This design comes from an exercise in tuning for a short achievable clock period and few clock cycles on the open sky130 flow, not from production work. Only simulation tests tie the RTL to the original design; equivalence was not proved.

[flow/config.mk]
export PLATFORM = sky130hd
export DESIGN_NAME = cpu
export DESIGN_NICKNAME = cpu
export VERILOG_FILES = /design/flow/design.v
export SDC_FILE = /design/flow/constraint.sdc
export NUM_CORES = 4
export LEC_CHECK = 0
export ABC_CLOCK_PERIOD_IN_PS = 3500
export CAP_MARGIN = 20
export CORE_MARGIN = 2
export CORE_UTILIZATION = 35
export SLEW_MARGIN = 20
export TNS_END_PERCENT = 15
[flow/constraint.sdc]
create_clock -name core_clock -period 10.5 [get_ports {clk}]
set_input_delay 2.1000 -clock core_clock [delete_from_list [all_inputs] [get_ports {clk}]]
set_output_delay 2.1000 -clock core_clock [all_outputs]
set_load 0.01 [all_outputs]
[flow/design.v]
package cpu_pkg;
    typedef logic [32-1:0]    word_t;      
    typedef logic [5-1:0] reg_idx_t;
    typedef logic [16-1:0]     imm_t;       
    typedef logic [5-1:0]   shamt_t;     
    typedef logic [6-1:0]      fn_t;
    typedef logic [4-1:0]  alu_op_t;
    typedef enum logic [6-1:0] {
        op_and  = 6'b000000,
        op_or   = 6'b000001,
        op_nor  = 6'b000010,
        op_xor  = 6'b000011,
        op_add  = 6'b000100,
        op_sub  = 6'b000101,
        op_andi = 6'b100000,
        op_ori  = 6'b100001,
        op_xori = 6'b100011,
        op_addi = 6'b100100,
        op_lw   = 6'b101000,
        op_sw   = 6'b101001,
        op_beq  = 6'b010101,
        op_bne  = 6'b110101,
        op_nop  = 6'b010011,
        op_halt = 6'b010111
    } opcode_e;
    typedef enum logic [2:0] {
        bus_pc,
        bus_reg,
        bus_imm,
        bus_alu,
        bus_membuf
    } bus_src_e;
    typedef enum logic [4:0] {
        fetch_addr, fetch_wait, decode,
        alu_op, alu_wb, imm_op, imm_wb,
        br_cmp, br_test, br_add, br_load,
        mem_addr, mem_mar, load_wait, load_wb, store_wait,
        done, fault
    } state_e;
endpackage
`timescale 1ns/1ps
module ks_add #(
    parameter int W = 32,
    parameter int L = 5          
) (
    input  logic [W-1:0] a,
    input  logic [W-1:0] b,
    input  logic         cin,
    output logic [W-1:0] s
);
    logic [W-1:0] g [L+1];
    logic [W-1:0] p [L+1];
    logic [W-1:0] c;
    always_comb begin
        g[0] = a & b;
        p[0] = a ^ b;
        g[0][0] = (a[0] & b[0]) | ((a[0] ^ b[0]) & cin);    
        for (int l = 0; l < L; l++) begin
            for (int i = 0; i < W; i++) begin
                if (i >= (1 << l)) begin
                    g[l+1][i] = g[l][i] | (p[l][i] & g[l][i - (1 << l)]);
                    p[l+1][i] = p[l][i] & p[l][i - (1 << l)];
                end else begin
                    g[l+1][i] = g[l][i];
                    p[l+1][i] = p[l][i];
                end
            end
        end
        c = {g[L][W-2:0], cin};      
        s = p[0] ^ c;
    end
endmodule
module alu (
    input  logic [5:0]     op_oh,
    input  cpu_pkg::word_t a,
    input  cpu_pkg::word_t b,
    output cpu_pkg::word_t y
);
    cpu_pkg::word_t sum, diff;
    ks_add #(.W(32)) add_i (.a(a), .b(b),  .cin(1'b0), .s(sum));
    ks_add #(.W(32)) sub_i (.a(a), .b(~b), .cin(1'b1), .s(diff));
    assign y = ({32{op_oh[0]}} & (a & b))
             | ({32{op_oh[1]}} & (a | b))
             | ({32{op_oh[2]}} & ~(a | b))
             | ({32{op_oh[3]}} & (a ^ b))
             | ({32{op_oh[4]}} & sum)
             | ({32{op_oh[5]}} & diff);
endmodule
`timescale 1ns/1ps
module register_file (
    input  logic              clk,
    input  logic              reset_b,
    input  logic              wr,
    input  cpu_pkg::reg_idx_t widx,
    input  cpu_pkg::word_t    wdata,
    input  cpu_pkg::reg_idx_t aidx,
    input  cpu_pkg::reg_idx_t bidx,
    input  logic [32-1:0] aoh,    
    input  logic [32-1:0] boh,
    output cpu_pkg::word_t    adata,
    output cpu_pkg::word_t    bdata
);
    cpu_pkg::word_t regs [1:32-1];
    always_ff @(posedge clk or negedge reset_b) begin
        if (!reset_b) begin
            for (int i = 1; i < 32; i++) begin
                regs[i] <= '0;
            end
        end else if (wr && widx != '0) begin
            regs[widx] <= wdata;
        end
    end
    cpu_pkg::word_t ard;
    cpu_pkg::word_t brd;
    always_comb begin
        ard = '0;
        brd = '0;
        for (int i = 1; i < 32; i++) begin
            ard = ard | ({32{aoh[i]}} & regs[i]);
            brd = brd | ({32{boh[i]}} & regs[i]);
        end
    end
    assign adata = (wr && widx == aidx) ? wdata : ard;
    assign bdata = (wr && widx == bidx) ? wdata : brd;
endmodule
`timescale 1ns/1ps
module cpu (
    input  logic  clk,
    input  logic  reset_b,
    output cpu_pkg::word_t mem_addr,
    output cpu_pkg::word_t mem_wdata,
    output logic  mem_rd,
    output logic  mem_wr,
    input  cpu_pkg::word_t mem_rdata,
    input  logic  mem_ready,     
    output logic  complete,
    output logic  error
);
    localparam logic [2:0] K_ALU   = 3'd0;
    localparam logic [2:0] K_LD    = 3'd1;
    localparam logic [2:0] K_ST    = 3'd2;
    localparam logic [2:0] K_HALT  = 3'd3;
    localparam logic [2:0] K_FAULT = 3'd4;
    localparam logic [2:0] K_BR    = 3'd5;
    logic           p_rd;
    logic           p_wr;
    logic           p_fetch;         
    logic           p_disc;          
    cpu_pkg::word_t p_addr;
    cpu_pkg::word_t p_wdata;
    assign mem_rd    = p_rd;
    assign mem_wr    = p_wr;
    assign mem_addr  = p_addr;
    assign mem_wdata = p_wdata;
    logic p_free;                    
    logic f_ret;                     
    logic ld_ret;                    
    assign p_free = ~(p_rd | p_wr) | mem_ready;
    assign f_ret  = p_fetch & ~p_disc & mem_ready;
    assign ld_ret = p_rd & ~p_fetch & mem_ready;
    logic [5:0]        r_op;
    logic              r_br;
    logic              r_stop;
    logic              r_useb;
    cpu_pkg::reg_idx_t r_bidx;
    assign r_op   = mem_rdata[31:26];
    assign r_br   = (r_op[4:0] == 5'b10101);
    assign r_stop = r_br | (r_op == 6'b010111);
    assign r_bidx = (r_op[5:4] == 2'b00) ? mem_rdata[15:11] : mem_rdata[25:21];
    assign r_useb = (r_op[5:4] == 2'b00) | r_br | (r_op == 6'b101001);
    cpu_pkg::word_t    fpc;          
    logic              fstop;        
    localparam int IW = 4;               
    localparam int CW = 1 << IW;
    localparam int TW = 10 - IW;         
    logic [CW-1:0]     c_v;
    logic [TW-1:0]     c_t [CW];
    cpu_pkg::word_t    c_d [CW];
    logic              c0_v, c1_v, re_v, ro_v;
    logic [TW-1:0]     c0_t, c1_t, re_t, ro_t;
    cpu_pkg::word_t    c0_d, c1_d, re_d, ro_d;
    logic              re_b, ro_b;
    logic [9:0]        re_tl, ro_tl;
    logic              rpar;         
    logic              c0_ok, c1_ok;     
    logic              c_blk;        
    logic [CW-1:0]     c_b;          
    logic [9:0]        c_tl [CW];    
    logic              c0_b, c1_b;
    logic [9:0]        c0_tl, c1_tl;
    logic              d_v, q_v;
    cpu_pkg::word_t    d_ir, q_ir;
    cpu_pkg::word_t    d_pc, q_pc;
    logic              d_useb, q_useb;
    cpu_pkg::reg_idx_t d_bidx, q_bidx;
    logic [31:0]       d_aoh, d_boh;     
    logic              d_pdone;      
    logic              q_pdone;
    logic              d_stp, q_stp;     
    logic              e_v;
    logic [2:0]        e_kind;
    cpu_pkg::word_t    e_a;
    cpu_pkg::word_t    e_b;
    cpu_pkg::word_t    e_imm;
    logic [5:0]        e_op_oh;      
    cpu_pkg::shamt_t   e_sh;
    logic              e_shnz;       
    cpu_pkg::reg_idx_t e_rd;
    logic              e_iss;        
    logic              e_done;       
    logic              e_bne;
    logic              e_pred;       
    cpu_pkg::word_t    e_x;          
    logic              e_mps;        
    cpu_pkg::word_t    e_alt, e_alt1;    
    cpu_pkg::word_t    alu_y;
    logic              w_v;
    cpu_pkg::reg_idx_t w_rd;
    cpu_pkg::word_t    w_raw;
    cpu_pkg::shamt_t   w_sh;
    cpu_pkg::word_t    w_val;
    logic [63:0]       w_dbl;
    logic              hz_pend;      
    logic              done_q;
    logic              fault_q;
    logic [5:0]        d_op;
    cpu_pkg::reg_idx_t d_r1, d_r2;
    logic d_isreg, d_isimm, d_islw, d_issw, d_isnop, d_ishalt, d_isbr, d_fault, d_usea;
    cpu_pkg::word_t    d_sext;
    assign d_op    = d_ir[31:26];
    assign d_r1    = d_ir[25:21];
    assign d_r2    = d_ir[20:16];
    assign d_sext  = {{(32-16){d_ir[15]}}, d_ir[15:0]};
    assign d_isreg = (d_op[5:3] == 3'b000) && (d_op[2:0] <= 3'd5);
    assign d_isimm = (d_op == 6'b100000) || (d_op == 6'b100001) ||
                     (d_op == 6'b100011) || (d_op == 6'b100100);
    assign d_islw  = (d_op == 6'b101000);
    assign d_issw  = (d_op == 6'b101001);
    assign d_isnop = (d_op == 6'b010011);
    assign d_ishalt = (d_op == 6'b010111);
    assign d_isbr  = (d_op[4:0] == 5'b10101);
    assign d_fault = ~(d_isreg | d_isimm | d_islw | d_issw | d_isnop | d_ishalt | d_isbr)
                   | (d_isreg && d_ir[5:0] != 6'b000000)
                   | ((d_isreg | d_isimm | d_islw) && d_r1 == '0);
    assign d_usea  = d_isreg | d_isimm | d_islw | d_issw | d_isbr;
    cpu_pkg::word_t ra, rb;
    register_file regs_i (
        .clk     (clk),
        .reset_b (reset_b),
        .wr      (w_v),
        .widx    (w_rd),
        .wdata   (w_val),
        .aidx    (d_r2),
        .bidx    (d_bidx),
        .aoh     (d_aoh),
        .boh     (d_boh),
        .adata   (ra),
        .bdata   (rb)
    );
    logic e_wreg, dep, e_fw, fw_a, fw_b;
    cpu_pkg::word_t oa, ob;
    assign e_fw   = e_v && e_kind == K_ALU && !e_shnz;
    assign e_wreg = e_v && ((e_kind == K_ALU && e_shnz) || (e_kind == K_LD && !e_done));
    assign dep    = e_wreg && ((d_usea && d_r2 == e_rd) || (d_useb && d_bidx == e_rd));
    assign fw_a   = e_fw && d_r2 == e_rd;
    assign fw_b   = e_fw && d_bidx == e_rd;
    assign oa     = fw_a ? alu_y : ra;
    assign ob     = fw_b ? alu_y : rb;
    logic e_stop, e_free;
    assign e_stop = e_v && (e_kind == K_HALT || e_kind == K_FAULT);
    logic e_free0;
    assign e_free0 = !e_v || e_kind == K_ALU || e_kind == K_BR || (e_kind == K_ST && e_iss) ||
                     (e_kind == K_LD && e_done);
    assign e_free  = e_free0 || (e_kind == K_LD && ld_ret);
    logic hz_now;
    cpu_pkg::word_t flush_pc, flush_pc1;
    assign hz_now    = e_v && e_kind == K_ST && e_iss &&
                       ((d_v && d_pc[9:0] == p_addr[9:0]) || (q_v && q_pc[9:0] == p_addr[9:0]));
    assign flush_pc  = d_v ? d_pc : q_pc;
    assign flush_pc1 = d_v ? d_pc + 32'd1 : q_pc + 32'd1;
    logic mp;
    assign mp = e_v && e_kind == K_BR && ((|e_x) == e_mps);    
    logic d_act, d_go, d_leave, d_pred;
    cpu_pkg::word_t d_tgt, d_tgt1;
    assign d_act   = d_v && !hz_now && !hz_pend && !e_stop;
    assign d_go    = d_act && !d_isnop && !dep && e_free;
    assign d_leave = d_go || (d_act && d_isnop && (e_free || e_kind != K_ST));
    logic d_leave0;
    assign d_leave0 = d_act && (d_isnop ? (e_free0 || e_kind != K_ST) : (!dep && e_free0));
    logic d_ptk;
    assign d_ptk   = d_ir[15] || ((d_r1 == d_r2) ^ d_op[5]);
    assign d_pred  = d_act && d_isbr && d_ptk && !d_pdone;    
    logic d_res;         
    assign d_res   = d_act && d_isbr && !d_ptk && !d_pdone && d_stp;
    assign d_tgt   = d_pc + d_sext + 32'd1;
    assign d_tgt1  = d_pc + d_sext + 32'd2;
    logic space;
    logic f_allow, e_req, f_issue;
    cpu_pkg::word_t f_addr, f_addr1, e_addr;
    assign space   = d_leave0 || !d_v || !(q_v || f_ret);
    logic              st_chk;       
    logic              st_c;         
    logic              c_hit, c_del, f_ok;
    cpu_pkg::word_t    c_word;
    logic [IW-1:0]     c0_idx, c1_idx;
    assign st_chk = e_v && e_kind == K_ST && e_iss;
    assign st_c   = st_chk && p_addr[31:10] == '0;
    assign c_word = c1_ok ? c1_d : c0_d;
    assign c_hit  = (c1_ok ? (c1_v && c1_t == fpc[9:IW]) : (c0_ok && c0_v && c0_t == fpc[9:IW])) &&
                    fpc[31:10] == '0 && !c_blk && !(st_c && p_addr[9:0] == fpc[9:0]);
    logic [IW-1:0] r_tgt_lo;
    assign r_tgt_lo = d_pc[IW-1:0] + d_ir[IW-1:0] + IW'(1);
    logic d_bb;
    assign d_bb     = d_v && d_isbr && d_ptk && !d_pdone;
    logic c_bb;
    logic [9:0] c_tl_sel;
    assign c_bb     = c1_ok ? (c1_b && c1_v) : (c0_ok && c0_b && c0_v);
    assign c_tl_sel = c1_ok ? c1_tl : c0_tl;
    assign c0_idx   = d_bb ? r_tgt_lo : c_bb ? c_tl_sel[IW-1:0] : fpc[IW-1:0];
    assign c1_idx   = c0_idx + IW'(1);
    logic [IW-2:0] ce_idx;
    assign ce_idx = c0_idx[IW-1:1] + (IW-1)'(c0_idx[0]);
    assign c0_v  = rpar ? ro_v  : re_v;
    assign c0_t  = rpar ? ro_t  : re_t;
    assign c0_d  = rpar ? ro_d  : re_d;
    assign c0_b  = rpar ? ro_b  : re_b;
    assign c0_tl = rpar ? ro_tl : re_tl;
    assign c1_v  = rpar ? re_v  : ro_v;
    assign c1_t  = rpar ? re_t  : ro_t;
    assign c1_d  = rpar ? re_d  : ro_d;
    assign c1_b  = rpar ? re_b  : ro_b;
    assign c1_tl = rpar ? re_tl : ro_tl;
    assign f_ok    = !e_stop && !hz_now && !hz_pend && !d_pred && !fstop && !(f_ret && r_stop) && space;
    logic f_okc;
    logic d_pred0;
    assign d_pred0 = d_v && !hz_pend && !e_stop && d_isbr && d_ptk && !d_pdone;
    assign f_okc   = !e_stop && !hz_pend && !d_pred0 && !fstop && (d_leave0 || !d_v || !q_v);
    assign c_del   = f_okc && c_hit && !p_fetch;
    assign f_allow = hz_pend || (f_ok && !c_hit);
    assign f_addr  = hz_pend ? flush_pc  : fpc;
    assign f_addr1 = hz_pend ? flush_pc1 : fpc + 32'd1;
    assign e_req   = e_v && (e_kind == K_LD || e_kind == K_ST) && !e_iss;
    ks_add #(.W(32)) addr_i (.a(e_a), .b(e_imm), .cin(1'b0), .s(e_addr));
    assign f_issue = p_free && !e_req && (mp || f_allow);
    logic [16:0] fill_tgt;
    logic           fq_v;
    logic [9:0]     fq_a;
    cpu_pkg::word_t fq_d;
    logic           fq_w;
    assign fq_w     = fq_v && !(st_c && p_addr[9:0] == fq_a);
    assign fill_tgt = {7'd0, fq_a} + {fq_d[15], fq_d[15:0]} + 17'd1;
    logic              a_ret;
    cpu_pkg::word_t    a_ir, a_pc;
    logic [5:0]        a_op;
    logic              a_br, a_stop, a_useb, a_pdone;
    cpu_pkg::reg_idx_t a_bidx;
    assign a_ret  = f_ret || c_del;
    assign a_ir   = c_del ? c_word : mem_rdata;
    assign a_pc   = c_del ? fpc : p_addr;
    assign a_op   = a_ir[31:26];
    assign a_br   = (a_op[4:0] == 5'b10101);
    assign a_pdone = c_del && c_bb;
    assign a_stop = c_del ? ((a_br & (a_ir[15] | ((a_ir[25:21] == a_ir[20:16]) ^ a_op[5])) & ~a_pdone) |
                             (a_op == 6'b010111))
                          : r_stop;
    assign a_bidx = (a_op[5:4] == 2'b00) ? a_ir[15:11] : a_ir[25:21];
    assign a_useb = (a_op[5:4] == 2'b00) | a_br | (a_op == 6'b101001);
    alu alu_i (
        .op_oh (e_op_oh),
        .a  (e_a),
        .b  (e_b),
        .y  (alu_y)
    );
    assign w_dbl = {w_raw, w_raw} << w_sh;
    assign w_val = w_dbl[63:32];
    always_ff @(posedge clk or negedge reset_b) begin
        if (!reset_b) begin
            p_rd    <= 1'b1;             
            p_wr    <= 1'b0;
            p_fetch <= 1'b1;
            p_disc  <= 1'b0;
            p_addr  <= '0;
            fpc     <= 32'd1;
            fstop   <= 1'b0;
            d_v     <= 1'b0;
            q_v     <= 1'b0;
            d_pdone <= 1'b0;
            c_v     <= '0;
            fq_v    <= 1'b0;
            c0_ok   <= 1'b0;
            c1_ok   <= 1'b0;
            c_blk   <= 1'b0;
            e_v     <= 1'b0;
            e_iss   <= 1'b0;
            e_done  <= 1'b0;
            w_v     <= 1'b0;
            hz_pend <= 1'b0;
            done_q  <= 1'b0;
            fault_q <= 1'b0;
        end else begin
            if (p_free) begin
                if (e_req) begin
                    p_rd    <= (e_kind == K_LD);
                    p_wr    <= (e_kind == K_ST);
                    p_fetch <= 1'b0;
                    p_addr  <= e_addr;
                end else if (mp || f_allow) begin
                    p_rd    <= 1'b1;
                    p_wr    <= 1'b0;
                    p_fetch <= 1'b1;
                    p_addr  <= mp ? e_alt : f_addr;
                end else begin
                    p_rd    <= 1'b0;
                    p_wr    <= 1'b0;
                    p_fetch <= 1'b0;
                end
                p_disc <= 1'b0;
            end else if (mp) begin
                p_disc <= 1'b1;          
            end
            if (mp) begin
                fpc   <= f_issue ? e_alt1 : e_alt;
                fstop <= 1'b0;
                c0_ok <= 1'b0;
                c1_ok <= 1'b0;
            end else begin
                if (d_pred) begin
                    fpc   <= d_tgt;              
                    c0_ok <= 1'b1;
                    c1_ok <= 1'b0;
                end else if (c_del && c_bb) begin
                    fpc   <= {22'd0, c_tl_sel};   
                    c0_ok <= 1'b1;
                    c1_ok <= 1'b0;
                end else if (f_issue || c_del) begin
                    fpc   <= f_addr1;
                    c0_ok <= 1'b0;
                    c1_ok <= !hz_pend && !d_bb && !c_bb;    
                end else if (hz_pend) begin
                    fpc   <= f_addr;
                    c0_ok <= 1'b0;
                    c1_ok <= 1'b0;
                end else begin
                    c0_ok <= !d_bb && !c_bb;
                    c1_ok <= 1'b0;
                end
                if (hz_pend || d_pred || d_res) begin
                    fstop <= 1'b0;
                end else if (a_ret && a_stop) begin
                    fstop <= 1'b1;
                end
            end
            fq_v  <= p_fetch && mem_ready && p_addr[31:10] == '0;
            c_blk <= st_c && (p_addr[IW-1:0] == c0_idx || p_addr[IW-1:0] == c1_idx);
            for (int i = 0; i < CW; i++) begin
                if (fq_w && fq_a[IW-1:0] == IW'(i)) begin
                    c_v[i] <= 1'b1;
                end else if (st_c && p_addr[IW-1:0] == IW'(i) && c_t[i] == p_addr[9:IW]) begin
                    c_v[i] <= 1'b0;
                end
            end
            if (mp || hz_pend) begin
                d_v <= 1'b0;
                q_v <= 1'b0;
            end else if (d_v && !d_leave) begin
                if (!q_v && a_ret) begin
                    q_v <= 1'b1;
                end
            end else if (q_v) begin
                d_v <= 1'b1;
                q_v <= a_ret;
            end else begin
                d_v <= a_ret;
            end
            if (d_v && !d_leave) begin
                if (d_pred || d_res) d_pdone <= 1'b1;
            end else if (q_v) begin
                d_pdone <= q_pdone;
            end else begin
                d_pdone <= a_pdone;
            end
            if (d_go) begin
                e_v    <= !mp;
                e_iss  <= 1'b0;
                e_done <= 1'b0;
            end else if (e_free) begin
                e_v    <= 1'b0;
            end else begin
                if (p_free && e_req) e_iss <= 1'b1;
                if (ld_ret) e_done <= 1'b1;
            end
            w_v <= (e_v && e_kind == K_ALU) || ld_ret;
            hz_pend <= hz_now;
            if (e_v && e_kind == K_HALT && (!(p_rd | p_wr) || mem_ready)) done_q <= 1'b1;
            if (e_v && e_kind == K_FAULT && (!(p_rd | p_wr) || mem_ready)) fault_q <= 1'b1;
        end
    end
    always_ff @(posedge clk) begin
        if (p_free && e_req) begin
            p_wdata <= e_b;
        end
        if (d_v && !d_leave) begin
            if (!q_v && a_ret) begin
                q_stp  <= a_stop;
                q_pdone <= a_pdone;
                q_ir   <= a_ir;
                q_pc   <= a_pc;
                q_useb <= a_useb;
                q_bidx <= a_bidx;
            end
        end else if (q_v) begin
            d_aoh  <= 32'd1 << q_ir[20:16];
            d_boh  <= 32'd1 << q_bidx;
            d_ir   <= q_ir;
            d_pc   <= q_pc;
            d_useb <= q_useb;
            d_bidx <= q_bidx;
            d_stp  <= q_stp;
            q_stp  <= a_stop;
            q_pdone <= a_pdone;
            q_ir   <= a_ir;
            q_pc   <= a_pc;
            q_useb <= a_useb;
            q_bidx <= a_bidx;
        end else begin
            d_stp  <= a_stop;
            d_aoh  <= 32'd1 << a_ir[20:16];
            d_boh  <= 32'd1 << a_bidx;
            d_ir   <= a_ir;
            d_pc   <= a_pc;
            d_useb <= a_useb;
            d_bidx <= a_bidx;
        end
        fq_a <= p_addr[9:0];
        fq_d <= mem_rdata;
        if (fq_w) begin
            c_t[fq_a[IW-1:0]]  <= fq_a[9:IW];
            c_d[fq_a[IW-1:0]]  <= fq_d;
            c_b[fq_a[IW-1:0]]  <= (fq_d[30:26] == 5'b10101) && fill_tgt[16:10] == '0 &&
                                  (fq_d[15] || ((fq_d[25:21] == fq_d[20:16]) ^ fq_d[31]));
            c_tl[fq_a[IW-1:0]] <= fill_tgt[9:0];
        end
        rpar  <= c0_idx[0];
        re_v  <= c_v[{ce_idx, 1'b0}];
        re_t  <= c_t[{ce_idx, 1'b0}];
        re_d  <= c_d[{ce_idx, 1'b0}];
        re_b  <= c_b[{ce_idx, 1'b0}];
        re_tl <= c_tl[{ce_idx, 1'b0}];
        ro_v  <= c_v[{c0_idx[IW-1:1], 1'b1}];
        ro_t  <= c_t[{c0_idx[IW-1:1], 1'b1}];
        ro_d  <= c_d[{c0_idx[IW-1:1], 1'b1}];
        ro_b  <= c_b[{c0_idx[IW-1:1], 1'b1}];
        ro_tl <= c_tl[{c0_idx[IW-1:1], 1'b1}];
        if (d_go) begin
            e_kind <= d_fault  ? K_FAULT :
                      d_ishalt ? K_HALT  :
                      d_isbr   ? K_BR    :
                      d_islw   ? K_LD    :
                      d_issw   ? K_ST    : K_ALU;
            e_a    <= oa;
            e_b    <= d_isimm ? d_sext : ob;
            e_imm  <= d_sext;
            e_op_oh <= 6'(6'd1 << d_op[2:0]);
            e_sh   <= d_isreg ? d_ir[10:6] : '0;
            e_shnz <= d_isreg && d_ir[10:6] != '0;
            e_rd   <= d_r1;
            e_bne  <= d_op[5];
            e_pred <= d_ptk;
            e_x    <= oa ^ ob;
            e_mps  <= d_op[5] ^ d_ptk;
            e_alt  <= d_ptk ? d_pc + 32'd1 : d_tgt;
            e_alt1 <= d_ptk ? d_pc + 32'd2 : d_tgt1;
        end
        if (e_v && e_kind == K_ALU) begin
            w_rd  <= e_rd;
            w_raw <= alu_y;
            w_sh  <= e_sh;
        end else begin
            w_rd  <= e_rd;
            w_raw <= mem_rdata;
            w_sh  <= '0;
        end
    end
    assign complete = done_q;
    assign error    = fault_q;
endmodule
[flow/flow/run.sh]
#!/bin/bash
set -euo pipefail
bash standard.sh SETUP_SLACK_MARGIN=8 finish > standard.log 2>&1
[flow/standard.sh]
#!/bin/bash
# synth_recipe.tcl (not shown) runs the flow's synth.tcl, then flattens the netlist and writes it again
# the make line also repeats each setting of config.mk as NAME=value (left out here)
make -C /OpenROAD-flow-scripts/flow DESIGN_CONFIG=/design/flow/config.mk WORK_HOME=/design/flow/orfs CLKGATE_MAP_FILE= SYNTH_SCRIPT=/design/flow/synth_recipe.tcl "${@:-finish}"
==> flow_metrics.py, run 1 <==
metrics = {
    "sta": {
        "hold_viol": 0,
        "setup_violations": 0,
        "worst_slew_pin_slew_ns": 1.28,
        "fin_crit_ns": 4.35,
        "skew_ns": 0.138,
        "fin_crit_sh_pct": 41.4,
        "drv_slew": 0,
        "fin_tns_setup_ns": 0,
        "fmax_mhz": 230,
        "relSlewSlack_pct": 14.6,
        "rsz0062_at_grt": "yes",
    },
    "finish": {
        "fin_nets": 12500,
        "drive_gt1_share_pct": 25.2,
        "final_cells": 17100,
        "areaGrowthSynthToFinish_pct": 28.8,
    },
    "clock_tree": {
        "hold_buffers": 0,
        "clk_pin_slew_ns": 0.07,
        "clockBufferDepth": 4,
        "numClockSinks": 2494,
        "cts_tree": "done",
        "cts_buffers": 283,
        "clkLatencyLatePin_ns": 0.96,
        "clockRootBuffer": "clkbuf_16",
        "htree_levels": 5,
    },
    "global_route": {
        "grt_first_pass_wirelength_um": 764000,
        "grt_use_total_pct": 29.9,
        "grt_pass1_vias": 101000,
        "grt_overflow_total": 0,
        "grt_max_degree": 169,
        "grt_antenna_before_repair": 40,
    },
    "logic_synthesis": {
        "synth_edf_count": 1218,
        "avgSynthCellArea_um2": 10.6,
        "syn_nets": 11800,
        "ys.flop_type": "edfxtp_1",
        "ys_types": 103,
        "ys_ff_latch": 2494,
        "ys_seq_area_share_pct": 55.3,
        "syn_inst": 11500,
        "synth_area_um2": 122000,
        "synth-async-reset-ratio_pct": 43.7,
        "yosysWarningCount": 6,
    },
    "die": {
        "fp.dieH_um": 595,
        "dieArea_um2": 354000,
        "core_um2": 347000,
        "num_io_pins": 103,
        "start_util_pct": 35.2,
        "rows": 216,
        "chipWidth_um": 595,
    },
    "job": {
        "max_cap_violations": 0,
    },
    "routing": {
        "vias": 110000,
        "drc": 0,
        "drt_wl_total_um": 562000,
        "drtIter0Drc": 19300,
        "ant_nets": 0,
        "wl_per_cell_um": 32.9,
        "vias_per_cell": 6.42,
        "drt_pass1_iterations": 11,
    },
    "min_path": {
        "hold_class": "reg2reg",
    },
    "critical_path": {
        "worstSetupPathType": "reg2reg",
        "worstPathRequired_ns": 11.14,
        "start_kind": "register",
        "cp_data_arrival_time_ns": 4.99,
        "crit_fanout": 6,
        "end_kind": "register",
    },
    "placed_design": {
        "gp_congestion": 0.946,
        "port_buffers": 102,
        "post-place-cells": 15600,
        "dpl.hpwl_um": 295000,
    },
    "run_status": {
        "status": "timing/DRC/antenna clean",
    },
}
-- final timing paths --
kind,start,to,slack [ns],cells after the start
max,d_ir[0],e_alt[26],6.15,12
min,d_ir[25],e_rd[4],0.43,0
max reg2reg,d_ir[0],e_alt[26],6.15,12
min reg2reg,d_ir[25],e_rd[4],0.43,0
max in group asynchronous,reset_b,regs_i.regs[30][16],7.25,3
min in group asynchronous,reset_b,c_v[12],1.07,1
-- routing by layer --
layer | track usage, % | routed length [um] | share of wire (%) | vias up
met4 | 18.9 | 46300 | 8.2 | 18
li1 | - | - | - | 44300
met5 | 0.216 | 284 | 0.051 | -
met2 | 41.8 | 227000 | 40 | 9367
met1 | 38.9 | 203000 | 36 | 53500
met3 | 10.7 | 85400 | 15 | 2457
-- synth_stat cells (all sizes together) (169+ instances only) --
library cell,number,share of area [%]
nand2,1368,4.2
edfxtp,1218,30
dfrtp,1088,22
nor2,1088,3.3
a21oi,864,3.5
o21ai,816,3.3
clkbuf,770,2.4
nand3,434,1.8
a22oi,408,2.5
a221oi,279,2.0
a22o,259,1.9
mux2i,259,2.1
xnor2,249,1.8
xor2,209,1.5
nand4,193,0.99
dfxtp,185,3.0
ha,180,1.8
nor3,172,0.71
inv,170,0.52
mux2,169,1.6
-- logic make-up after synthesis --
| kind of cell | Yosys count | synth area share (%) |
|---|---|---|
| adders and majority gates | 186 | 1.94 |
| and+or+nand+nor | 3625 | 13.1 |
| xor gates and xnor gates | 458 | 3.28 |
| AOI/OAI and AO/OA | 3162 | 16.9 |
| muxes | 564 | 6.19 |
| buffers and inverters | 1056 | 3.29 |
| DFF | 2494 | 55.3 |
-- metrics by stage --
stage | hold slack (ns) | cell area [um^2] | setup slack, ns | utilization, %
6_report | 0.432 | 157000 | 6.15 | 45.4
5_1_grt | 0.445 | 157000 | 6.12 | 45.4
4_1_cts | 0.437 | 152000 | 6.31 | 43.9
2_1_floorplan | 0.408 | 122000 | 0.619 | -
3_3_place_gp | 0.421 | 129000 | 4.10 | 37.1
3_5_place_dp | 0.424 | 129000 | 4.13 | 37.1
-- layout make-up --
type,instances,area (um^2)
Timing Repair inverter,5,41.3
Timing Repair Buffer,1286,15600
Fill cell,30600,189000
Multi-Input combinational cell,8011,58000
Inverter,171,737
Sequential cell,2494,67700
Tap cell,4578,5730
Antenna cell,27,67.6
Clock buffer,381,7920
Clock inverter,134,1590
-- flip-flops by register name, summed over array words and instances (netlist names), 96 cells and up --
name         cells
c_tl           160
regs_i.regs    992
c_t             96
c_d            512
-- critical path, cell delays in order, from the launching register on --
cell and delay [ns]:
edfxtp_1 0.50, ha_4 0.22, fa_2 0.37, a211o_4 0.41
a21bo_4 0.26, a21oi_4 0.19, and2_4 0.20, nand2_4 0.06
o31a_1 0.34, or4_4 0.61, or4_4 0.57, xnor2_4 0.23
a21oi_2 0.08
-- placed cells by master (no fill, tap or decap), types with 43 or more instances in the layout --
cell / n
dfrtp_1: 1058
buf_6: 201
a222oi_1: 64
inv_1: 147
mux2_4: 76
nor2_4: 62
dfxtp_1: 157
mux2i_2: 44
xnor2_2: 43
mux2i_1: 193
a22oi_1: 403
clkinv_2: 47
o21ai_2: 82
nand2_4: 66
xnor2_1: 198
nor3_1: 124
edfxtp_1: 1218
ha_1: 130
nand2_1: 1259
buf_4: 699
xor2_1: 187
clkbuf_16: 305
a22o_1: 259
clkbuf_1: 57
a21oi_1: 793
o21ai_0: 632
nand4_1: 193
nor2_1: 971
buf_16: 117
mux2_2: 94
buf_12: 130
nand3_1: 359
o21ai_1: 71
nand3_2: 60
a21o_1: 46
mux4_2: 136
a21oi_2: 53
o211ai_1: 50
a221oi_1: 265
nor2_2: 60
-- repair_timing --
item | in CTS | in global routing
resized for setup | 1583 | 905
setup endpoints to repair | 3880 | 3906
setup buffers | 499 | 253
pin swaps | 333 | 256
cloned | 133 | 27
Testbench counts, summed over its fixed seeds: cycles 66,447.
==> inputs of run 2 (changes only) <==
==> flow/run.sh (new file) <==
#!/bin/bash
# synth_recipe.tcl (not shown) runs the flow's synth.tcl, then flattens the netlist and writes it again
# the make line also repeats each setting of config.mk as NAME=value (left out here)
make -C /OpenROAD-flow-scripts/flow DESIGN_CONFIG=/design/flow/config.mk WORK_HOME=/design/flow/orfs CLKGATE_MAP_FILE= SYNTH_SCRIPT=/design/flow/synth_recipe.tcl finish
--- a/flow/config.mk
+++ b/flow/config.mk
@@ -6,8 +6,8 @@
 export NUM_CORES = 4
 export LEC_CHECK = 0
 export ABC_CLOCK_PERIOD_IN_PS = 3500
-export CAP_MARGIN = 20
+export CAP_MARGIN = 30
 export CORE_MARGIN = 2
 export CORE_UTILIZATION = 35
-export SLEW_MARGIN = 20
-export TNS_END_PERCENT = 15
+export SETUP_SLACK_MARGIN = 5
+export SLEW_MARGIN = 30
removed: flow/flow/run.sh
removed: flow/standard.sh
==> run 2 against run 1 <==
  * Synthesized area stayed put
  * Synthesized cell count stayed put
  * Die area stayed put
  * Non-clock buffer count is 854 lower
  * Final cell count is 5.2% lower
  * Worst setup slack worse by 0.85 ns
  * Flip-flop and latch count stayed put
  * Count of clock-buffer cells in the layout is 25 higher
  * Design area is 12% lower
  * Sequential share of layout area is 5.7 points higher
==> flow_metrics.py, run 2 <==
metrics = {
    "critical_path": {
        "crit_chain": "ha_1, and3_1, a22oi_2, a211oi_4, a21oi_1, xnor2_1, nand2_1, or4_1, or4_1, xnor2_1, a21oi_1",
        "reg2regPathDepth": 11,
        "end_kind": "register",
        "cp_data_arrival_time_ns": 5.83,
        "worstSetupPathType": "reg2reg",
        "worstPathRequired_ns": 11.13,
        "slowest_stage": "or4_1",
        "start_kind": "register",
        "slowest_delay_ns": 0.70,
        "crit_fanout": 11,
    },
    "sta": {
        "worst_slew_pin_slew_ns": 1.35,
        "drv_slew": 0,
        "fmax_mhz": 192,
        "fin_crit_sh_pct": 49.5,
        "skew_ns": 0.134,
        "setup_violations": 0,
        "fin_crit_ns": 5.20,
        "relSlewSlack_pct": 9.96,
        "rsz0062_at_grt": "no",
        "hold_viol": 0,
        "fin_tns_setup_ns": 0,
    },
    "routing": {
        "ant_nets": 0,
        "drc": 0,
        "drt_pass1_iterations": 14,
        "drtIter0Drc": 17400,
        "drt_wl_total_um": 501000,
        "vias": 101000,
        "vias_per_cell": 6.25,
        "wl_per_cell_um": 30.9,
    },
    "clock_tree": {
        "clockRootBuffer": "clkbuf_16",
        "hold_buffers": 0,
        "clockBufferDepth": 4,
        "cts_tree": "done",
        "numClockSinks": 2494,
        "htree_levels": 5,
        "cts_buffers": 280,
        "clk_pin_slew_ns": 0.06,
        "clkLatencyLatePin_ns": 0.96,
    },
    "placed_design": {
        "gp_congestion": 0.963,
        "port_buffers": 102,
        "dpl.hpwl_um": 299000,
        "post-place-cells": 15700,
        "placed_cell_area_um2": 129000,
    },
    "global_route": {
        "grt_max_degree": 171,
        "grt_overflow_total": 0,
        "grt_antenna_before_repair": 49,
        "grt_pass1_vias": 94000,
        "grt_use_total_pct": 27.3,
        "grt_first_pass_wirelength_um": 703000,
    },
    "min_path": {
        "hold_class": "reg2reg",
        "holdPathStages": 0,
    },
    "finish": {
        "drive_gt1_share_pct": 10.8,
        "fin_nets": 11600,
        "nFillCells": 33200,
        "mostFrequentLayoutCells": "nand2_1, edfxtp_1, dfrtp_1",
        "final_cells": 16200,
        "largest_reg_flops": 992,
        "fin_area_um2": 139000,
        "fin_util_pct": 40.0,
        "final_common_cell": "nand2_1",
        "top_register": "regs_i.regs",
        "areaGrowthSynthToFinish_pct": 13.5,
    },
    "die": {
        "fp.dieH_um": 595,
        "num_io_pins": 103,
        "chipWidth_um": 595,
        "rows": 216,
        "dieArea_um2": 354000,
        "core_um2": 347000,
        "start_util_pct": 35.2,
    },
    "logic_synthesis": {
        "ys_top_cells_by_area": "edfxtp_1, dfrtp_1, nand2_1, a21oi_1, nor2_1",
        "synth_edf_count": 1218,
        "ys_seq_area_share_pct": 55.3,
        "synth_area_um2": 122000,
        "syn_nets": 11800,
        "avgSynthCellArea_um2": 10.6,
        "yosys.area.top_type": "edfxtp_1",
        "ys_ff_latch": 2494,
        "synth.top_cells.by_count": "nand2_1, edfxtp_1, dfrtp_1, nor2_1, a21oi_1",
        "yosysMostFrequentCell": "nand2_1",
        "ys_types": 103,
        "synth_top_area_share_pct": 29.9,
        "ys.flop_type": "edfxtp_1",
        "synth-async-reset-ratio_pct": 43.7,
        "yosysWarningCount": 6,
        "syn_inst": 11500,
    },
    "run_status": {
        "status": "timing/DRC/antenna clean",
    },
    "job": {
        "max_cap_violations": 0,
    },
}
==> run 2: kinds of logic (layout without fill, tap and decap cells) <==
kind of cell,count (synthesis),in the layout,share of synthesized area [%]
mux,564,566,6.19
fa+ha+maj,186,186,1.94
compound gates,3162,3163,16.9
other cells,0,21,0
flops,2494,2494,55.3
xor+xnor,458,458,3.28
simple gates,3625,3625,13.1
buf+inv,1056,1106,3.29
==> run 2: layer usage <==
metal,vias to the layer above,wire length [um],GRT usage (%)
li1,42400,-,-
met1,49700,195000,36.9
met2,7257,206000,38.6
met3,1806,66600,8.55
met4,18,33200,15.0
met5,-,119,0.122
==> run 2: path summary, 6_finish.rpt <==
kind	endpoint	from	slack [ns]
max reg2reg	e_alt[26]	d_pc[3]	5.30
min in group asynchronous	c_v[13]	reset_b	1.14
min reg2reg	c_d[13][7]	fq_d[7]	0.43
min	c_d[13][7]	fq_d[7]	0.43
max	e_alt[26]	d_pc[3]	5.30
max in group asynchronous	regs_i.regs[28][24]	reset_b	7.07
==> run 2: layout make-up <==
class	instances	area (um^2)	area share, %
flip-flops and latches	2494	67600	48.8
multi-input cells	7998	51500	37.2
clock buffers	406	8010	5.78
well taps	4578	5730	4.13
repair buffers	432	3860	2.79
clock inverters	97	1160	0.839
inverters	171	662	0.478
diodes	21	52.6	0.0379
==> run 2: critical path: cells and delay by family (launching register included) <==
family	cells	cell delay [ns]
AO/OA/AOI/OAI	4	1.10
AND/OR/NAND/NOR	4	1.69
adder cells (fa/ha/maj)	1	0.55
XOR/XNOR	2	0.94
flip-flops	1	0.63
==> run 2: metrics by stage <==
stage          hold WS (ns)  worst slack, ns
6_report              0.432             5.30
5_1_grt               0.447             5.07
4_1_cts               0.432             5.03
3_5_place_dp          0.418             3.99
3_3_place_gp          0.416             4.09
2_1_floorplan         0.408            0.619
==> run 2: timing repair <==
action	in CTS	in global routing
cloned	1	2
endpoints found under the setup margin	82	116
pin swaps	1	1
resized for setup	11	14
buffers inserted	2	1
==> inputs of run 3 (changes only) <==
--- a/flow/design.v
+++ b/flow/design.v
@@ -191,6 +191,7 @@
     logic              d_v, q_v;
     cpu_pkg::word_t    d_ir, q_ir;
     cpu_pkg::word_t    d_pc, q_pc;
+    cpu_pkg::word_t    d_pc1, q_pc1;     
     logic              d_useb, q_useb;
     cpu_pkg::reg_idx_t d_bidx, q_bidx;
     logic [31:0]       d_aoh, d_boh;     
@@ -277,7 +278,7 @@
     assign hz_now    = e_v && e_kind == K_ST && e_iss &&
                        ((d_v && d_pc[9:0] == p_addr[9:0]) || (q_v && q_pc[9:0] == p_addr[9:0]));
     assign flush_pc  = d_v ? d_pc : q_pc;
-    assign flush_pc1 = d_v ? d_pc + 32'd1 : q_pc + 32'd1;
+    assign flush_pc1 = d_v ? d_pc1 : q_pc1;
     logic mp;
     assign mp = e_v && e_kind == K_BR && ((|e_x) == e_mps);    
     logic d_act, d_go, d_leave, d_pred;
@@ -292,8 +293,8 @@
     assign d_pred  = d_act && d_isbr && d_ptk && !d_pdone;    
     logic d_res;         
     assign d_res   = d_act && d_isbr && !d_ptk && !d_pdone && d_stp;
-    assign d_tgt   = d_pc + d_sext + 32'd1;
-    assign d_tgt1  = d_pc + d_sext + 32'd2;
+    ks_add #(.W(32)) tgt_i  (.a(d_pc),  .b(d_sext), .cin(1'b1), .s(d_tgt));
+    ks_add #(.W(32)) tgt1_i (.a(d_pc1), .b(d_sext), .cin(1'b1), .s(d_tgt1));
     logic space;
     logic f_allow, e_req, f_issue;
     cpu_pkg::word_t f_addr, f_addr1, e_addr;
@@ -505,6 +506,7 @@
                 q_pdone <= a_pdone;
                 q_ir   <= a_ir;
                 q_pc   <= a_pc;
+                q_pc1  <= a_pc + 32'd1;
                 q_useb <= a_useb;
                 q_bidx <= a_bidx;
             end
@@ -513,6 +515,7 @@
             d_boh  <= 32'd1 << q_bidx;
             d_ir   <= q_ir;
             d_pc   <= q_pc;
+            d_pc1  <= q_pc1;
             d_useb <= q_useb;
             d_bidx <= q_bidx;
             d_stp  <= q_stp;
@@ -520,6 +523,7 @@
             q_pdone <= a_pdone;
             q_ir   <= a_ir;
             q_pc   <= a_pc;
+                q_pc1  <= a_pc + 32'd1;
             q_useb <= a_useb;
             q_bidx <= a_bidx;
         end else begin
@@ -528,6 +532,7 @@
             d_boh  <= 32'd1 << a_bidx;
             d_ir   <= a_ir;
             d_pc   <= a_pc;
+            d_pc1  <= a_pc + 32'd1;
             d_useb <= a_useb;
             d_bidx <= a_bidx;
         end
@@ -568,8 +573,8 @@
             e_pred <= d_ptk;
             e_x    <= oa ^ ob;
             e_mps  <= d_op[5] ^ d_ptk;
-            e_alt  <= d_ptk ? d_pc + 32'd1 : d_tgt;
-            e_alt1 <= d_ptk ? d_pc + 32'd2 : d_tgt1;
+            e_alt  <= d_ptk ? d_pc1 : d_tgt;
+            e_alt1 <= d_ptk ? d_pc1 + 32'd1 : d_tgt1;
         end
         if (e_v && e_kind == K_ALU) begin
             w_rd  <= e_rd;
==> flow/flow/run.sh (new file) <==
#!/bin/bash
set -euo pipefail
bash standard.sh SETUP_SLACK_MARGIN=8 finish > standard.log 2>&1
==> flow/standard.sh (new file) <==
#!/bin/bash
# synth_recipe.tcl (not shown) runs the flow's synth.tcl, then flattens the netlist and writes it again
# the make line also repeats each setting of config.mk as NAME=value (left out here)
make -C /OpenROAD-flow-scripts/flow DESIGN_CONFIG=/design/flow/config.mk WORK_HOME=/design/flow/orfs CLKGATE_MAP_FILE= SYNTH_SCRIPT=/design/flow/synth_recipe.tcl "${@:-finish}"
--- a/flow/config.mk
+++ b/flow/config.mk
@@ -9,5 +9,5 @@
 export CAP_MARGIN = 30
 export CORE_MARGIN = 2
 export CORE_UTILIZATION = 35
-export SETUP_SLACK_MARGIN = 5
 export SLEW_MARGIN = 30
+export TNS_END_PERCENT = 15
removed: flow/run.sh
==> run 3 against run 2 <==
  * Still clean
  * Sequential share of layout area shrank 4.9 points
  * Non-clock buffer count grew 821
  * Count of clock-buffer cells in the layout shrank 17
  * Final cell count grew 6.7%
  * Clock skew shrank 0.016 ns
  * Via count grew 9.1%
  * Worst hold slack lost 0.0034 ns
  * Utilization grew 5.1 points
  * Synthesized area grew 1.3%
  * Worst setup slack gained 0.93 ns
  * Critical endpoint is now d_pc1[30]
==> flow_metrics.py, run 3 <==
metrics = {
    "logic_synthesis": {
        "synth.top_cells.by_count": "nand2_1, edfxtp_1, nor2_1",
        "avgSynthCellArea_um2": 10.7,
        "ys.flop_type": "edfxtp_1",
        "yosys.area.top_type": "edfxtp_1",
        "synth_top_area_share_pct": 31.1,
        "ys_types": 95,
        "syn_inst": 11600,
        "synth_edf_count": 1282,
        "synth-async-reset-ratio_pct": 42.7,
        "ys_seq_area_share_pct": 56.2,
        "synth_area_um2": 124000,
        "yosysMostFrequentCell": "nand2_1",
        "yosysWarningCount": 6,
        "ys_top_cells_by_area": "edfxtp_1, dfrtp_1, nand2_1, a21oi_1, o21ai_0",
        "ys_ff_latch": 2558,
        "syn_nets": 11900,
    },
    "finish": {
        "fin_nets": 12600,
        "mostFrequentLayoutCells": "nand2_1, edfxtp_1, dfrtp_1",
        "largest_reg_flops": 992,
        "areaGrowthSynthToFinish_pct": 28.4,
        "final_common_cell": "nand2_1",
        "fin_util_pct": 45.1,
        "drive_gt1_share_pct": 23.8,
        "top_register": "regs_i.regs",
    },
    "routing": {
        "drt_pass1_iterations": 12,
        "wl_per_cell_um": 33.3,
        "wl_met2_um": 229000,
        "dr_wl_met3_um": 93400,
        "top_layer": "met5",
        "drc": 0,
        "drt_wl_total_um": 576000,
        "ant_nets": 0,
        "drtIter0Drc": 20600,
        "vias_per_cell": 6.39,
        "wl_met1_um": 205000,
        "vias": 110000,
    },
    "critical_path": {
        "crit_fanout": 4,
        "reg2regPathDepth": 14,
        "slowest_stage": "or4_4",
        "cp.depth": 14,
        "worstSetupPathType": "reg2reg",
        "start_kind": "register",
        "cp_data_arrival_time_ns": 4.99,
        "crit_chain": "or4_4, or4_4, or4_4, and3_4, nand3_4, or2b_4, nand2_2, nand2_4, ha_4, o2111ai_4, nor4b_4, nand4_1, xnor2_1, mux2_4",
        "end_kind": "register",
        "slowest_delay_ns": 0.57,
        "path_common_cell": "or4_4",
        "crit_buf_inv": 0,
        "path_delay_family": "simple AND/OR/NAND/NOR gates",
        "worstPathRequired_ns": 11.22,
    },
    "clock_tree": {
        "htree_levels": 5,
        "clockBufferDepth": 4,
        "clk_pin_slew_ns": 0.06,
        "clockRootBuffer": "clkbuf_16",
        "numClockSinks": 2558,
        "cts_buffers": 284,
        "hold_buffers": 0,
        "cts_tree": "done",
        "clkLatencyLatePin_ns": 0.98,
    },
    "sta": {
        "fin_ws_ns": 6.23,
        "skew_ns": 0.118,
        "relSlewSlack_pct": 23.6,
        "hold_ws_ns": 0.428,
        "hold_viol": 0,
        "rsz0062_at_grt": "yes",
        "fin_tns_setup_ns": 0,
        "fmax_mhz": 234,
        "fin_crit_ns": 4.27,
        "fin_crit_sh_pct": 40.7,
        "setup_violations": 0,
        "drv_slew": 0,
        "worst_slew_pin_slew_ns": 1.14,
    },
    "global_route": {
        "grt_first_pass_wirelength_um": 769000,
        "grt_max_degree": 172,
        "grt_pass1_vias": 100000,
        "grt_overflow_total": 0,
        "grt_antenna_before_repair": 33,
        "grt_use_total_pct": 29.9,
    },
    "die": {
        "chipWidth_um": 599,
        "fp.dieH_um": 599,
        "rows": 218,
        "num_io_pins": 103,
        "dieArea_um2": 358000,
        "core_um2": 352000,
        "start_util_pct": 35.1,
    },
    "min_path": {
        "hold_class": "reg2reg",
        "holdPathStages": 1,
    },
    "placed_design": {
        "port_buffers": 102,
        "dp_slack_ns": 3.54,
        "gp_congestion": 0.960,
        "dpl.hpwl_um": 303000,
    },
    "run_status": {
        "status": "timing/DRC/antenna clean",
    },
    "job": {
        "max_cap_violations": 0,
    },
}
-- run 3: path summary, 6_finish.rpt --
path / start / to / slack, ns
max in group asynchronous: reset_b / p_addr[13] / 6.97
max: p_addr[26] / d_pc1[30] / 6.23
max reg2reg: p_addr[26] / d_pc1[30] / 6.23
min reg2reg: e_sh[4] / w_sh[4] / 0.43
min: e_sh[4] / w_sh[4] / 0.43
min in group asynchronous: reset_b / regs_i.regs[27][20] / 1.16
-- run 3: metal layers --
layer  vias up  GRT usage (%)
li1      44400              -
met1     53900           39.3
met2      9661           41.2
met3      2489           11.5
met4        26           18.7
met5         -          0.134
-- run 3: through the flow --
| step | cells | cell area, um^2 |
|---|---|---|
| 3_3_place_gp | 15900 | 131000 |
| 5_1_grt | 17300 | 159000 |
| 6_report | 17300 | 159000 |
| 3_5_place_dp | 15900 | 131000 |
| 4_1_cts | 16900 | 151000 |
| 2_1_floorplan | 11600 | 124000 |
-- run 3: area by class of cell --
type	instances	area [um^2]
Timing Repair inverter	12	178
Sequential cell	2558	69600
Timing Repair Buffer	1253	15700
Clock buffer	389	8080
Fill cell	31400	193000
Multi-Input combinational cell	8009	57100
Inverter	193	797
Tap cell	4730	5920
Antenna cell	16	40.0
Clock inverter	128	1360
-- run 3: timing repair --
action	4_1_cts	5_1_grt
pin swaps	278	326
setup buffers	332	332
setup endpoints to repair	4028	3964
cloned	157	46
resized for setup	1167	1058
-- run 3: cells by family (layout without fill, tap and decap cells) --
| logic type | count (synthesis) | count (layout) | synth area share [%] |
|---|---|---|---|
| other | 0 | 16 | 0 |
| multiplexers | 547 | 560 | 6.05 |
| buffers and inverters | 1063 | 1975 | 3.26 |
| flip-flops | 2558 | 2558 | 56.2 |
| adder cells (fa/ha/maj) | 214 | 214 | 2.20 |
| AND/OR/NAND/NOR | 3611 | 3623 | 12.7 |
| XOR/XNOR | 440 | 440 | 3.11 |
| AO/OA/AOI/OAI | 3170 | 3172 | 16.5 |
Testbench counts of run 3, summed over its fixed seeds: cycles 66,447.
==> inputs of run 4 (changes only) <==
--- a/flow/design.v
+++ b/flow/design.v
@@ -305,7 +305,7 @@
     cpu_pkg::word_t    c_word;
     logic [IW-1:0]     c0_idx, c1_idx;
     assign st_chk = e_v && e_kind == K_ST && e_iss;
-    assign st_c   = st_chk && p_addr[31:10] == '0;
+    assign st_c   = st_chk;      
     assign c_word = c1_ok ? c1_d : c0_d;
     assign c_hit  = (c1_ok ? (c1_v && c1_t == fpc[9:IW]) : (c0_ok && c0_v && c0_t == fpc[9:IW])) &&
                     fpc[31:10] == '0 && !c_blk && !(st_c && p_addr[9:0] == fpc[9:0]);
==> run 4 against run 3 <==
  * Worst hold slack gained 0.0013 ns
  * Worst setup slack worse by 0.0060 ns
  * Critical path depth is 4 higher
  * Design area grew 1.5%
  * Clock skew down 0.030 ns
  * Via count hardly changed
  * Synthesized cell count fell by 1.8%
  * Utilization increased by 0.30 points
==> flow_metrics.py, run 4 <==
metrics = {
    "run_status": {
        "status": "timing/DRC/antenna clean",
    },
    "die": {
        "chipWidth_um": 601,
        "dieArea_um2": 361000,
        "start_util_pct": 35.1,
        "num_io_pins": 103,
        "core_um2": 355000,
        "rows": 219,
        "fp.dieH_um": 601,
    },
    "clock_tree": {
        "htree_levels": 5,
        "numClockSinks": 2558,
        "hold_buffers": 0,
        "cts_buffers": 279,
        "clkLatencyLatePin_ns": 0.96,
        "clockRootBuffer": "clkbuf_16",
        "clockBufferDepth": 4,
        "cts_tree": "done",
        "clk_pin_slew_ns": 0.06,
    },
    "logic_synthesis": {
        "ys.flop_type": "edfxtp_1",
        "synth_top_area_share_pct": 30.9,
        "yosys.area.top_type": "edfxtp_1",
        "syn_nets": 11600,
        "synth_edf_count": 1282,
        "synth_area_um2": 125000,
        "ys_types": 101,
        "yosysMostFrequentCell": "nand2_1",
        "ys_seq_area_share_pct": 55.8,
        "ys_top_cells_by_area": "edfxtp_1, dfrtp_1, nand2_1, mux2_2, dfxtp_1",
        "avgSynthCellArea_um2": 10.9,
        "yosysWarningCount": 6,
        "synth.top_cells.by_count": "nand2_1, edfxtp_1, dfrtp_1",
        "syn_inst": 11400,
        "synth-async-reset-ratio_pct": 42.7,
        "ys_ff_latch": 2558,
    },
    "critical_path": {
        "worstPathRequired_ns": 11.17,
        "crit_fanout": 7,
        "start_kind": "register",
        "path_delay_family": "simple AND/OR/NAND/NOR gates",
        "crit_chain": "buf_12, mux2i_4, xnor2_1, nor3_2, nand4b_1, a2111oi_4, and2b_4, mux2_4, ha_4, nand2_4, or2_4, nor2_4, nand4_1, buf_6, nor2_4, nand3_2, xnor2_1, mux2_2",
        "slowest_delay_ns": 0.52,
        "slowest_stage": "a2111oi_4",
        "crit_buf_inv": 2,
        "worstSetupPathType": "reg2reg",
        "cp_data_arrival_time_ns": 4.94,
        "end_kind": "register",
    },
    "routing": {
        "wl_per_cell_um": 33.1,
        "drtIter0Drc": 20200,
        "drc": 0,
        "vias_per_cell": 6.42,
        "drt_pass1_iterations": 17,
        "drt_wl_total_um": 570000,
        "vias": 111000,
        "ant_nets": 0,
    },
    "finish": {
        "areaGrowthSynthToFinish_pct": 29.4,
        "top_register": "regs_i.regs",
        "drive_gt1_share_pct": 27.7,
        "largest_reg_flops": 992,
        "final_cells": 17200,
        "mostFrequentLayoutCells": "nand2_1, edfxtp_1, dfrtp_1",
        "fin_area_um2": 161000,
        "fin_nets": 12400,
        "final_common_cell": "nand2_1",
    },
    "min_path": {
        "hold_class": "reg2reg",
    },
    "job": {
        "max_cap_violations": 0,
    },
    "global_route": {
        "grt_overflow_total": 0,
        "grt_antenna_before_repair": 48,
        "grt_max_degree": 162,
        "grt_use_total_pct": 29.2,
        "grt_pass1_vias": 101000,
        "grt_first_pass_wirelength_um": 764000,
    },
    "sta": {
        "setup_violations": 0,
        "hold_viol": 0,
        "fin_tns_setup_ns": 0,
        "drv_slew": 0,
        "skew_ns": 0.0876,
        "rsz0062_at_grt": "yes",
        "relSlewSlack_pct": 19.0,
        "fin_crit_ns": 4.27,
        "worst_slew_pin_slew_ns": 1.21,
        "fmax_mhz": 234,
        "fin_ws_ns": 6.23,
        "fin_crit_sh_pct": 40.7,
    },
    "placed_design": {
        "placed_cell_area_um2": 132000,
        "port_buffers": 102,
        "gp_congestion": 0.960,
        "post-place-cells": 15700,
        "dp_slack_ns": 3.18,
        "dpl.hpwl_um": 304000,
    },
}
run 4: cell families after synthesis:
logic type               count (synthesis)  share of synthesized area [%]
AO/OA/AOI/OAI                         2924                           15.5
XOR/XNOR                               432                           3.04
adder cells (fa/ha/maj)                214                           2.18
buffers and inverters                 1049                           3.27
flip-flops                            2558                           55.8
multiplexers                           817                           8.25
AND/OR/NAND/NOR                       3403                           12.0
run 4: timing repair:
action / CTS / global route
setup endpoints to repair: 3951 / 3878
pin swaps: 166 / 424
endpoints found under the hold margin: 0 / 0
resized for setup: 1012 / 1655
cloned: 130 / 39
buffers inserted: 393 / 381
run 4: layout make-up:
cell class / count / area (um^2)
antenna: 40 / 100
clock buffer: 381 / 7860
clock inverter: 123 / 1490
fill: 31700 / 194000
inverter: 184 / 783
multi-input combinational: 7818 / 59000
sequential: 2558 / 69600
tap: 4751 / 5940
timing repair buffer: 1345 / 16300
timing repair inverter: 9 / 160
run 4: final timing paths:
check	from	end	slack, ns	cells past startpoint
worst max register to register	rpar	d_pc1[28]	6.23	18
worst min-delay path	e_sh[0]	w_sh[0]	0.43	1
min in group asynchronous	reset_b	regs_i.regs[9][17]	1.04	1
worst min register to register	e_sh[0]	w_sh[0]	0.43	1
max in group asynchronous	reset_b	p_addr[6]	7.18	4
worst max-delay path	rpar	d_pc1[28]	6.23	18
run 4: worst reg2reg max path, delay by kind of cell, from the launching register on:
family	cells	cell delay, ns
DFF	1	0.37
muxes	3	0.72
xor gates and xnor gates	2	0.28
AOI/OAI and AO/OA	1	0.52
and+or+nand+nor	9	1.62
adders and majority gates	1	0.19
buffers and inverters	2	0.31
run 4: metrics by stage:
step | util [%] | hold WS (ns)
final | 45.4 | 0.429
after global routing | 45.4 | 0.462
after CTS | 42.6 | 0.432
after detailed placement | 37.1 | 0.427
after global placement | 37.0 | 0.428
after floorplan | - | 0.409
run 4: layer usage:
| metal | track usage, % | wire [um] | vias to the layer above |
|---|---|---|---|
| li1 | - | - | 44000 |
| met1 | 38.1 | 204000 | 54500 |
| met2 | 41.1 | 233000 | 9476 |
| met3 | 10.0 | 86100 | 2530 |
| met4 | 18.9 | 46400 | 18 |
| met5 | 0.172 | 420 | - |
Testbench counts of run 4, summed over its fixed seeds: cycles 66,447.
==> inputs of run 5 (changes only) <==
--- a/flow/config.mk
+++ b/flow/config.mk
@@ -8,6 +8,6 @@
 export ABC_CLOCK_PERIOD_IN_PS = 3500
 export CAP_MARGIN = 30
 export CORE_MARGIN = 2
-export CORE_UTILIZATION = 35
+export CORE_UTILIZATION = 40
 export SLEW_MARGIN = 30
 export TNS_END_PERCENT = 15
==> run 5 against run 4 <==
  * Critical path type unchanged
  * Highest routed layer unchanged
  * Design area decreased by 1.6%
  * Final cell count is 4.1% lower
  * Synthesized area unchanged
  * Wire length increased by 0.30%
  * Still clean on timing, DRC and antenna
  * Clock skew fell by 0.015 ns
  * Flip-flop and latch count unchanged
  * Non-clock buffer count decreased by 59
  * Worst setup slack improved by 0.25 ns
==> flow_metrics.py, run 5 <==
metrics = {
    "run_status": {
        "status": "timing/DRC/antenna clean",
    },
    "finish": {
        "areaGrowthSynthToFinish_pct": 27.3,
        "drive_gt1_share_pct": 26.7,
        "multiInputGateArea_um2": 58000,
        "fin_nets": 12400,
        "largest_reg_flops": 992,
        "final_common_cell": "nand2_1",
        "mostFrequentLayoutCells": "nand2_1, edfxtp_1, dfrtp_1",
        "nFillCells": 26100,
        "seq_area_um2": 69600,
        "top_register": "regs_i.regs",
    },
    "job": {
        "max_cap_violations": 0,
    },
    "routing": {
        "drc": 0,
        "vias": 110000,
        "ant_nets": 0,
        "wl_per_cell_um": 34.6,
        "vias_per_cell": 6.68,
        "drtIter0Drc": 19700,
        "drt_wl_total_um": 572000,
        "drt_pass1_iterations": 15,
    },
    "critical_path": {
        "end_kind": "register",
        "start_kind": "register",
        "cp_data_arrival_time_ns": 4.71,
        "worstSetupPathType": "reg2reg",
        "crit_fanout": 5,
        "worstPathRequired_ns": 11.18,
    },
    "logic_synthesis": {
        "avgSynthCellArea_um2": 10.9,
        "synth_area_um2": 125000,
        "yosysMostFrequentCell": "nand2_1",
        "ys_top_cells_by_area": "edfxtp_1, dfrtp_1, nand2_1, mux2_2, dfxtp_1",
        "synth_top_area_share_pct": 30.9,
        "ys_ff_latch": 2558,
        "ys_types": 101,
        "synth_edf_count": 1282,
        "synth.top_cells.by_count": "nand2_1, edfxtp_1, dfrtp_1",
        "ys_seq_area_share_pct": 55.8,
        "syn_nets": 11600,
        "syn_inst": 11400,
        "synth-async-reset-ratio_pct": 42.7,
        "yosys.area.top_type": "edfxtp_1",
        "ys.flop_type": "edfxtp_1",
        "yosysWarningCount": 6,
    },
    "sta": {
        "fin_crit_sh_pct": 38.3,
        "hold_viol": 0,
        "setup_violations": 0,
        "worst_slew_pin_slew_ns": 1.25,
        "fin_tns_setup_ns": 0,
        "relSlewSlack_pct": 17.0,
        "fin_crit_ns": 4.02,
        "drv_slew": 0,
        "rsz0062_at_grt": "yes",
        "fmax_mhz": 249,
        "skew_ns": 0.0729,
    },
    "global_route": {
        "grt_max_degree": 185,
        "grt_use_total_pct": 34.1,
        "grt_pass1_vias": 103000,
        "grt_overflow_total": 0,
        "grt_antenna_before_repair": 30,
        "grt_first_pass_wirelength_um": 777000,
    },
    "die": {
        "start_util_pct": 40.3,
        "fp.dieH_um": 562,
        "core_um2": 309000,
        "dieArea_um2": 316000,
        "num_io_pins": 103,
        "rows": 204,
        "chipWidth_um": 562,
    },
    "clock_tree": {
        "cts_buffers": 284,
        "clkLatencyLatePin_ns": 0.96,
        "numClockSinks": 2558,
        "cts_tree": "done",
        "clockRootBuffer": "clkbuf_16",
        "htree_levels": 5,
        "clockBufferDepth": 4,
        "clk_pin_slew_ns": 0.07,
    },
    "min_path": {
        "hold_class": "reg2reg",
    },
    "placed_design": {
        "gp_congestion": 0.969,
        "dpl.hpwl_um": 306000,
        "port_buffers": 102,
    },
}
run 5: cell families (layout without fill, tap and decap cells):
group,count (synthesis),count (layout),synth area share (%)
other cells,0,26,0
flops,2558,2558,55.8
fa+ha+maj,214,214,2.18
xor+xnor,432,432,3.04
compound gates,2924,2926,15.5
mux,817,826,8.25
buf+inv,1049,1992,3.27
simple gates,3403,3417,12.0
run 5: critical path, stage by stage, from the launching register on:
cell       delay [ns]
edfxtp_1         0.49
buf_6            0.17
nand3b_1         0.10
o21ai_2          0.07
a21o_2           0.24
or3_4            0.37
a2111oi_4        0.35
and2b_4          0.25
mux2_4           0.19
ha_4             0.16
nand2_4          0.06
or2_4            0.25
nor2_4           0.15
nand4_1          0.21
nor2_2           0.18
nand3_2          0.12
xnor2_2          0.16
mux2_4           0.26
run 5: per-stage QoR:
stage / hold slack, ns / cell area (um^2) / instances / utilization [%] / setup slack, ns
6_report: 0.449 / 159000 / 16500 / 51.3 / 6.48
5_1_grt: 0.449 / 159000 / 16500 / 51.2 / 6.34
4_1_cts: 0.443 / 152000 / 16200 / 49.1 / 6.63
3_5_place_dp: 0.429 / 131000 / 15100 / 42.2 / 4.20
3_3_place_gp: 0.432 / 130000 / 15100 / 42.1 / 4.35
2_1_floorplan: 0.409 / 125000 / 11400 / - / 4.44
run 5: path summary, 6_finish.rpt:
path	cells after the start	from	end	slack (ns)
hold / removal	0	e_rd[0]	w_rd[0]	0.45
setup / recovery	17	e_kind[0]	d_pc1[28]	6.48
min in group asynchronous	1	reset_b	regs_i.regs[8][9]	1.12
hold reg to reg	0	e_rd[0]	w_rd[0]	0.45
max in group asynchronous	4	reset_b	regs_i.regs[25][25]	7.24
setup reg to reg	17	e_kind[0]	d_pc1[28]	6.48
run 5: metal layers:
layer	global-route usage [%]	share of wire (%)
met5	1.10	0.18
met1	43.1	35
met3	12.8	15
met2	49.0	41
met4	22.0	8.3
run 5: cell type report:
class	count	area share, %
repair buffers	1286	9.72
multi-input cells	7815	36.6
clock buffers	394	5.12
repair inverters	15	0.114
well taps	4120	3.25
clock inverters	113	0.827
flip-flops and latches	2558	43.9
diodes	26	0.0410
inverters	184	0.488
run 5: timing repair:
| action | 4_1_cts | 5_1_grt |
|---|---|---|
| pin swaps | 281 | 317 |
| resized for setup | 1319 | 1018 |
| endpoints found under the setup margin | 3969 | 3989 |
| hold buffers | 0 | 0 |
| buffers inserted | 450 | 281 |
| cloned | 146 | 33 |

[what the ideal ports hide]
No port has a modelled driver above. Below, the same layouts with a new extraction and two added sets of constraints. Step 1 sets driving cells, clkbuf_16 on the clock port and buf_2 on the other inputs (assumed; they add their load-dependent delay and slew). Step 2 also shifts input and output timing later by t, the mid clock arrival at the registers, as if the neighbouring blocks saw the same clock. a / b / c = ideal ports / drivers / drivers and shift; a / b = the first two.
run | t, ns | setup WS [ns] | worst hold slack (ns) | slew at the worst register clock pin (ns)
run 1 | 0.992 | 6.150 / 6.150 / 5.844 | 0.432 / 0.432 / 0.432 | 0.07 / 0.07
run 2 | 0.986 | 5.301 / 5.301 / 4.353 | 0.432 / 0.432 / 0.432 | 0.07 / 0.07
run 3 | 1.026 | 6.232 / 6.232 / 5.463 | 0.428 / 0.428 / 0.428 | 0.07 / 0.07
run 4 | 1.016 | 6.226 / 6.226 / 5.878 | 0.429 / 0.429 / 0.429 | 0.07 / 0.07
run 5 | 1.030 | 6.477 / 6.477 / 5.903 | 0.449 / 0.449 / 0.449 | 0.08 / 0.08
After both steps setup and hold are still met in every run listed. The setup slack of run 2, which loses most, moves by 0.000 ns with the drivers and by -0.948 ns with both steps.
